This is an optimization exercise on Yosys and OpenROAD, whose aim is small area, a short achievable clock period and few clock cycles per item, not a production implementation.
Only simulation tests tie the RTL to the original design; equivalence was not proved.
No activity file was given, so power comes from the tool's default toggle rates.

## v55
==> flow/design.v <==
module sha256_msg_sched #(
  parameter int IN_W   = 8,
  parameter int ROUNDS = 64
) (
  input  logic            clk,
  input  logic            rst,
  input  logic            abort,
  input  logic [IN_W-1:0] in_data,
  input  logic            in_valid,
  output logic            in_ready,
  output logic [31:0]     w_data,
  output logic [5:0]      w_idx,
  output logic            w_valid,
  input  logic            w_ready,
  output logic            busy,
  output logic            dbg_state
);
  logic [31:0] r_a [16];   
  logic [31:0] r_f [16];   
  logic [15:0] r_fv;       
  logic [31:0] r_s0x;      
  logic [31:0] r_s0a;      
  logic [31:0] r_e;        
  logic [31:0] r_s1x;      
  logic [31:0] r_out;      
  logic [31:0] r_h;        
  logic [23:0] r_pk;       
  logic [1:0]  r_b;        
  logic        r_hv;       
  logic [3:0]  r_hidx;
  logic [3:0]  r_lidx;     
  logic        r_v;        
  logic [5:0]  r_idxn;     
  logic [3:0]  r_ph;       
  logic [3:0]  r_fwe;      
  logic        r_alx;      
  logic        r_alc;      
  logic        r_nrdy;     
  logic        r_busy;
  logic [5:0]  r_idx;
  logic        w_fin;      
  logic        w_cmpl;     
  logic        w_fwr;
  logic        w_gona;     
  logic        w_gosel;    
  logic        w_xfer;
  logic        w_comp;
  logic [31:0] w_new;
  logic [15:0] w_fv;
  logic        w_relabel_c, w_hv0, w_allv;
  logic [3:0]  w_ph1, w_d0, w_d1, w_fwe0, w_fwe1;
  logic        w_rdy0, w_rdy1;
  logic [5:0]  w_nnxt0, w_nnxt1;
  logic        w_ax0, w_ax1, w_ac0, w_ac1;
  logic [1:0]  n_b;
  logic        n_hv, n_v;
  logic [3:0]  n_hidx, n_lidx, n_ph, n_fwe;
  logic [5:0]  n_idx;
  function automatic logic [31:0] f_sigma0(input logic [31:0] x);
    f_sigma0 = ((x >> 7) | (x << 25)) ^ ((x >> 18) | (x << 14)) ^ (x >> 3);
  endfunction
  function automatic logic [31:0] f_sigma1(input logic [31:0] x);
    f_sigma1 = ((x >> 17) | (x << 15)) ^ ((x >> 19) | (x << 13)) ^ (x >> 10);
  endfunction
  function automatic logic [3:0] f_fwe(input logic hv, input logic [3:0] d,
                                       input logic [15:0] fv);
    f_fwe[0] = hv & (d == 4'd4)  & ~fv[5];
    f_fwe[1] = hv & (d == 4'd8)  & ~fv[9];
    f_fwe[2] = hv & (d == 4'd12) & ~fv[13];
    f_fwe[3] = hv & (d == 4'd0)  & ~fv[1];
  endfunction
  function automatic logic f_ax(input logic [5:0] nxt, input logic [3:0] ph,
                                input logic fv0, input logic allv);
    f_ax = (nxt[5:4] == 2'd0) & (ph == nxt[3:0]) & fv0 & ((nxt[3:0] != 4'd0) | allv);
  endfunction
  function automatic logic f_ac(input logic [5:0] nxt, input logic [3:0] ph);
    f_ac = (nxt[5:4] != 2'd0) & (ph == nxt[3:0]);
  endfunction
  assign r_idx     = ~r_idxn;
  assign in_ready  = ~r_nrdy;
  assign w_valid   = r_v;
  assign dbg_state = r_v;
  assign w_data    = r_out;
  assign w_idx     = r_idx;
  assign busy      = r_busy;
  assign w_fin   = in_valid & ~r_nrdy;
  assign w_cmpl  = w_fin & (r_b == 2'd3);
  assign w_fwr   = |r_fwe;
  assign w_gona  = ~r_v | w_ready;
  assign w_gosel = (r_alx | r_alc) & w_gona;
  assign w_xfer  = r_alx & w_gona & ~abort;
  assign w_comp  = r_alc & w_gona & ~abort;
  assign w_new   = r_s1x + r_e;
  always_comb begin
    for (int k = 0; k < 15; k++) w_fv[k] = r_fv[k+1];
    w_fv[3]  = r_fwe[0] | r_fv[4];
    w_fv[7]  = r_fwe[1] | r_fv[8];
    w_fv[11] = r_fwe[2] | r_fv[12];
    w_fv[15] = r_fwe[3] | (r_fv[0] & ~w_xfer);
    if (abort) w_fv = 16'd0;
  end
  assign w_relabel_c = (r_lidx == 4'd0) & (r_idx == 6'd63) & ~r_v & ~r_hv & ~(|r_fv);
  assign w_ph1  = r_ph + 4'd1;
  assign w_hv0  = r_hv & ~w_fwr;                        
  assign w_d0   = r_hidx - w_ph1;
  assign w_d1   = r_lidx - (w_relabel_c ? 4'd15 : w_ph1);
  assign w_fwe0 = f_fwe(w_hv0, w_d0, r_fv);
  assign w_fwe1 = f_fwe(1'b1, w_d1, r_fv);
  assign w_rdy0 = (r_b != 2'd3) | ~w_hv0 | (|w_fwe0);
  assign w_rdy1 = (r_b != 2'd2) | ~w_hv0 | (|w_fwe0);
  assign w_allv = (r_fwe[2] | r_fv[12]) & r_fv[11] & r_fv[10] & r_fv[9] &
                  (r_fwe[1] | r_fv[8]) & r_fv[7] & r_fv[6] & r_fv[5] &
                  (r_fwe[0] | r_fv[4]) & r_fv[3] & r_fv[2] & r_fv[1];
  assign w_nnxt0 = r_idx + 6'd1;
  assign w_nnxt1 = r_idx + 6'd2;
  assign w_ax0  = f_ax(w_nnxt0, w_ph1, r_fv[1], w_allv);
  assign w_ax1  = f_ax(w_nnxt1, w_ph1, r_fv[1], w_allv);
  assign w_ac0  = f_ac(w_nnxt0, w_ph1);
  assign w_ac1  = f_ac(w_nnxt1, w_ph1);
  always_comb begin
    n_b    = w_fin ? r_b + 2'd1 : r_b;
    n_hv   = w_cmpl | w_hv0;
    n_hidx = w_cmpl ? r_lidx : r_hidx;
    n_lidx = w_cmpl ? r_lidx + 4'd1 : r_lidx;
    n_ph   = (w_cmpl & w_relabel_c) ? 4'd15 : w_ph1;
    n_v    = w_gosel | (r_v & ~w_ready);
    n_idx  = w_gosel ? r_idx + 6'd1 : r_idx;
    n_fwe  = w_cmpl ? w_fwe1 : w_fwe0;
    if (abort) begin
      n_b    = 2'd0;
      n_hv   = 1'b0;
      n_lidx = 4'd0;
      n_v    = 1'b0;
      n_idx  = 6'd63;
      n_fwe  = 4'd0;
    end
  end
  always_ff @(posedge clk or posedge rst) begin
    if (rst) begin
      r_b    <= 2'd0;
      r_hv   <= 1'b0;
      r_lidx <= 4'd0;
      r_v    <= 1'b0;
      r_idxn <= 6'd0;
      r_fv   <= 16'd0;
      r_fwe  <= 4'd0;
      r_alx  <= 1'b0;
      r_alc  <= 1'b0;
      r_nrdy <= 1'b0;
      r_busy <= 1'b0;
    end else begin
      r_b    <= n_b;
      r_hv   <= n_hv;
      r_lidx <= n_lidx;
      r_v    <= n_v;
      r_idxn <= ~n_idx;
      r_fv   <= w_fv;
      r_fwe  <= n_fwe;
      r_alx  <= ~abort & (w_gosel ? w_ax1 : w_ax0);
      r_alc  <= ~abort & (w_gosel ? w_ac1 : w_ac0);
      r_nrdy <= ~abort & ~(w_fin ? w_rdy1 : w_rdy0);
      r_busy <= ~abort & ((w_fin ? (r_b != 2'd3) : (r_b != 2'd0)) | w_cmpl | w_hv0 |
                          (|r_fv[15:1]) | w_fwr | (r_fv[0] & ~(r_alx & w_gona)) |
                          w_gosel | (r_v & ~w_ready) |
                          (w_gosel ? (r_idx != 6'd62) : (r_idx != 6'd63)));
    end
  end
  always_ff @(posedge clk) begin
    r_ph   <= n_ph;
    r_hidx <= n_hidx;
    if (w_fin && r_b != 2'd3) r_pk <= {r_pk[15:0], in_data};
    if (w_cmpl) r_h <= {r_pk, in_data};
    if (w_comp)      r_out <= w_new;
    else if (w_xfer) r_out <= r_f[0];
    for (int i = 0; i < 15; i++) r_f[i] <= r_f[i+1];
    if (r_fwe[0]) r_f[3]  <= r_h;
    if (r_fwe[1]) r_f[7]  <= r_h;
    if (r_fwe[2]) r_f[11] <= r_h;
    if (r_fwe[3]) r_f[15] <= r_h;
    else          r_f[15] <= r_f[0];
    for (int i = 0; i < 15; i++) r_a[i] <= r_a[i+1];
    if (w_comp)      r_a[15] <= w_new;
    else if (w_xfer) r_a[15] <= r_f[0];
    else             r_a[15] <= r_a[0];
    r_s0x <= f_sigma0(r_a[4]);
    r_s0a <= r_s0x + r_a[2];
    r_e   <= r_s0a + r_a[10];
    r_s1x <= f_sigma1(r_a[15]);
  end
endmodule
clock: 4.6 ns
lec_check: 0
cap_margin: 20
core_margin: 2
core_utilization: 48
cts_buf_list: sky130_fd_sc_hd__clkbuf_8
cts_cluster_diameter: 45
cts_cluster_size: 20
setup_slack_margin: 2.2
slew_margin: 20
standard.sh (not shown) runs the stock make flow with config.mk's settings and CLKGATE_MAP_FILE= SYNTH_SCRIPT=/design/flow/synth_recipe.tcl, a recipe that flattens the netlist after the stock synthesis.
==> flow/flow/run.sh <==
#!/bin/bash
# Standard layout (the standard.sh), except that
#  - synthesis maps logic with a delay-driven abc script (flow/abc_fast.script)
#    and without the full/half-adder cell step; registers are mapped before abc
#    runs, exactly as in synth_recipe.tcl, so they are the standard ones;
#  - every input and output port is buffered with buf_4 rather than the
#    default (a slow delay buffer that the resizer may not swap);
#  - clock tree synthesis adds no dummy loads.
# Each step's full log is in orfs/logs/; make's own output is in flow_make.log.
set -euo pipefail
here=$(pwd)
{
  echo 'proc abc {args} {'
  echo '  set i [lsearch $args -script]'
  echo "  if {\$i >= 0} { lset args [expr {\$i+1}] $here/flow/abc_fast.script }"
  echo '  yosys abc {*}$args'
  echo '}'
  cat synth_recipe.tcl
} > my_synth.tcl
cts="-sink_clustering_enable -repair_clock_nets -sink_clustering_size 20 -sink_clustering_max_diameter 45 -buf_list sky130_fd_sc_hd__clkbuf_8 -dont_use_dummy_load"
extra="ADDER_MAP_FILE= ABC_CLOCK_PERIOD_IN_PS=1500 CTS_ARGS=\"$cts\" BUFFER_PORTS_ARGS=\"-buffer_cell sky130_fd_sc_hd__buf_4\""
sed -e "s#SYNTH_SCRIPT=[^ ]*#SYNTH_SCRIPT=$here/my_synth.tcl $extra#" standard.sh > my_standard.sh
bash my_standard.sh > flow_make.log 2>&1
==> flow/flow/abc_fast.script <==
&get -n
&st
&if -g
&st
&dch
&nf {D}
&put
buffer -c
topo
stime -c
upsize -c {D}
dnsize -c {D}
Testbench counts of v55, summed over its fixed seeds: cycles 12,720, blocks 192.
The inputs of v40 differ from those of v55 as listed below.
- CORE_UTILIZATION: 48 -> 55
- SETUP_SLACK_MARGIN: 2.2 -> 2.05
Results
Of v40 and v55, v55 shows the higher routed length on met2, with v40 below it. Between v40 and v55, the difference in relative contribution of combinational cells to total power is negligible. Detailed route, v40 vs v55: via total lower for v40. Compare v40 and v55 | length of routed wiring on met1 lower: v40.
The following lists how v18 was set up differently from v40:
- swapping 2.05 for 1.6 in SETUP_SLACK_MARGIN
==> flow/run.sh (new file) <==
#!/bin/bash
# synth_recipe.tcl (not shown) runs the flow's synth.tcl, then flattens the netlist and writes it again
# the make line also repeats each setting of config.mk as NAME=value (left out here)
make -C /OpenROAD-flow-scripts/flow DESIGN_CONFIG=/design/flow/config.mk WORK_HOME=/design/flow/orfs CLKGATE_MAP_FILE= SYNTH_SCRIPT=/design/flow/synth_recipe.tcl finish
removed: flow/flow/run.sh
removed: flow/flow/abc_fast.script
removed: flow/standard.sh
==> comparison <==
Delta (v18 minus v40): area after synthesis shrank by 0.86%, routed wire length on met2 shrank by 17%, layout-stage area growth over the synthesis result grew by 2.8 points, power dissipated in combinational cells shrank by about 70%. The total cell area at the placement stage in v18 sits 0.50% below the value recorded for v40. Die: v18 smaller than v40. A critical-path cell with the highest stage delay of sky130_fd_sc_hd__dfxtp_1 is what v40 shows, while sky130_fd_sc_hd__fa_2 belongs to v18. The lower final-layout non-clock buffer area share of v18 and v40 is in v40. v40 → v18: timing-limited maximum frequency -14%, worst-case register-to-register setup slack -0.42 ns, tightest hold margin +0.038 ns, post-layout instance count excluding filler cells -122.
Edits applied to the flow inputs when going from v18 to v48:
- SETUP_SLACK_MARGIN changed from 1.6 to 2.2
==> flow/flow/run.sh (new file) <==
#!/bin/bash
# Standard layout (the standard.sh), except that
#  - synthesis maps logic with a delay-driven abc script (flow/abc_fast.script)
#    and without the full/half-adder cell step; registers are mapped before abc
#    runs, exactly as in synth_recipe.tcl, so they are the standard ones;
#  - every input and output port is buffered with buf_4 rather than the
#    default (a slow delay buffer that the resizer may not swap);
#  - clock tree synthesis adds no dummy loads.
# Each step's full log is in orfs/logs/; make's own output is in flow_make.log.
set -euo pipefail
here=$(pwd)
{
  echo 'proc abc {args} {'
  echo '  set i [lsearch $args -script]'
  echo "  if {\$i >= 0} { lset args [expr {\$i+1}] $here/flow/abc_fast.script }"
  echo '  yosys abc {*}$args'
  echo '}'
  cat synth_recipe.tcl
} > my_synth.tcl
cts="-sink_clustering_enable -repair_clock_nets -sink_clustering_size 24 -sink_clustering_max_diameter 60 -buf_list {sky130_fd_sc_hd__clkbuf_8 sky130_fd_sc_hd__clkbuf_16} -dont_use_dummy_load"
extra="ADDER_MAP_FILE= ABC_CLOCK_PERIOD_IN_PS=1500 CTS_ARGS=\"$cts\" BUFFER_PORTS_ARGS=\"-buffer_cell sky130_fd_sc_hd__buf_4\""
sed -e "s#SYNTH_SCRIPT=[^ ]*#SYNTH_SCRIPT=$here/my_synth.tcl $extra#" standard.sh > my_standard.sh
bash my_standard.sh > flow_make.log 2>&1
==> flow/flow/abc_fast.script (new file) <==
&get -n
&st
&if -g
&st
&dch
&nf {D}
&put
buffer -c
topo
stime -c
upsize -c {D}
dnsize -c {D}
==> flow/standard.sh (new file) <==
#!/bin/bash
# synth_recipe.tcl (not shown) runs the flow's synth.tcl, then flattens the netlist and writes it again
# the make line also repeats each setting of config.mk as NAME=value (left out here)
make -C /OpenROAD-flow-scripts/flow DESIGN_CONFIG=/design/flow/config.mk WORK_HOME=/design/flow/orfs CLKGATE_MAP_FILE= SYNTH_SCRIPT=/design/flow/synth_recipe.tcl "${@:-finish}"
removed: flow/run.sh
[summary]
Number of clock buffers in the layout ended up 49 lower on v48 than on v18. For the slack of the critical path, v48 came in 0.52 ns higher than v18 did. The design area in v48 sits 0.38% above the value recorded for v18. Number of fillers in the final layout grows slightly when moving from v18 to v48. Between v18 and v48, routed via count is higher for v48, v18 comes in under that.
[inputs] v41 vs v48
- changing SETUP_SLACK_MARGIN from 2.2 to 2.1
==> flow/run.sh (new file) <==
#!/bin/bash
# synth_recipe.tcl (not shown) runs the flow's synth.tcl, then flattens the netlist and writes it again
# the make line also repeats each setting of config.mk as NAME=value (left out here)
make -C /OpenROAD-flow-scripts/flow DESIGN_CONFIG=/design/flow/config.mk WORK_HOME=/design/flow/orfs CLKGATE_MAP_FILE= SYNTH_SCRIPT=/design/flow/synth_recipe.tcl finish
removed: flow/flow/run.sh
removed: flow/flow/abc_fast.script
removed: flow/standard.sh
- Compared to v48, v41 has clock group share of total power 8.4 points higher.
- Required time at the worst-slack endpoint in v41 is 0.33 ns above v48.
- The post-synthesis cell area in v41 was lower than what v48 gave.
[inputs] v21 vs v41
- SETUP_SLACK_MARGIN: 2.1 -> 2.2
==> flow/flow/run.sh (new file) <==
#!/bin/bash
# Standard layout (the standard.sh), except that
#  - synthesis maps logic with a delay-driven abc script (flow/abc_fast.script)
#    and without the full/half-adder cell step; registers are mapped before abc
#    runs, exactly as in synth_recipe.tcl, so they are the standard ones;
#  - every input and output port is buffered with buf_4 rather than the
#    default (a slow delay buffer that the resizer may not swap);
#  - clock tree synthesis adds no dummy loads.
# Each step's full log is in orfs/logs/; make's own output is in flow_make.log.
set -euo pipefail
here=$(pwd)
{
  echo 'proc abc {args} {'
  echo '  set i [lsearch $args -script]'
  echo "  if {\$i >= 0} { lset args [expr {\$i+1}] $here/flow/abc_fast.script }"
  echo '  yosys abc {*}$args'
  echo '}'
  cat synth_recipe.tcl
} > my_synth.tcl
cts="-sink_clustering_enable -repair_clock_nets -sink_clustering_size 20 -sink_clustering_max_diameter 45 -buf_list sky130_fd_sc_hd__clkbuf_8 -dont_use_dummy_load"
extra="ADDER_MAP_FILE= ABC_CLOCK_PERIOD_IN_PS=1500 CTS_ARGS=\"$cts\" BUFFER_PORTS_ARGS=\"-buffer_cell sky130_fd_sc_hd__buf_4\""
sed -e "s#SYNTH_SCRIPT=[^ ]*#SYNTH_SCRIPT=$here/my_synth.tcl $extra#" standard.sh > my_standard.sh
bash my_standard.sh > flow_make.log 2>&1
==> flow/flow/abc_fast.script (new file) <==
&get -n
&st
&if -g
&st
&syn2
&if -g
&st
&dch
&nf {D}
&put
buffer -c
topo
stime -c
upsize -c {D}
dnsize -c {D}
==> flow/standard.sh (new file) <==
#!/bin/bash
# synth_recipe.tcl (not shown) runs the flow's synth.tcl, then flattens the netlist and writes it again
# the make line also repeats each setting of config.mk as NAME=value (left out here)
make -C /OpenROAD-flow-scripts/flow DESIGN_CONFIG=/design/flow/config.mk WORK_HOME=/design/flow/orfs CLKGATE_MAP_FILE= SYNTH_SCRIPT=/design/flow/synth_recipe.tcl "${@:-finish}"
removed: flow/run.sh
[summary]
v21 vs v41 — length of routed met2 wiring climbed by more than 10%. v21 and v41 ended up with roughly the same register area. Compared to v41, v21 shows a wider setup margin. Diff v41 -> v21 | die boundary height | increase of about 0.5%. Relative to v41, the post-cts sizing count of v21 is lower by 115. Taking v41 as the reference, in v21 worst-margin pin slew picked up an extra 0.31 ns, clock share of power shows a reduction of 6.6 points, count of different cell masters after synthesis fell about 12%, largest clock skew in the final design increased 0.057 ns.

port drivers added, routing unchanged:
No port has a modelled driver above. Below, the same layouts with a new extraction and two added sets of constraints. Step 1 assumes that a clkbuf_16 drives the clock port and a buf_2 every other input. Step 2 adds t to the input delays and takes it off the output delays; t is the mean of the earliest and latest rising clock arrival at the registers after step 1. Input paths then give back, and output paths get back, about the clock's delay inside the block. Three values: no drivers, after step 1, after step 2; two values: the first two.
run | t, ns | setup slack, ns | hold WS [ns] | clock arrival spread, ns | worst data-port slew with drivers (ns)
v55 | 0.773 | 2.134 / 2.134 / 1.673 | 0.249 / 0.249 / 0.249 | 0.081 / 0.081 | 0.05
v40 | 0.744 | 2.091 / 2.091 / 1.792 | 0.269 / 0.269 / 0.269 | 0.107 / 0.107 | 0.08
v18 | 0.775 | 1.667 / 1.667 / 1.472 | 0.308 / 0.308 / 0.308 | 0.038 / 0.038 | 0.06
v48 | 0.663 | 2.183 / 2.183 / 1.637 | 0.293 / 0.293 / 0.293 | 0.064 / 0.065 | 0.06
v41 | 0.776 | 1.777 / 1.777 / 1.445 | 0.307 / 0.307 / 0.307 | 0.038 / 0.039 | 0.07
v21 | 0.752 | 2.156 / 2.156 / 1.755 | 0.287 / 0.270 / 0.287 | 0.100 / 0.101 | 0.06
After both steps setup and hold are still met in every run listed. The setup slack of v48, which loses most, moves by 0.000 ns with the drivers and by -0.546 ns with both steps.
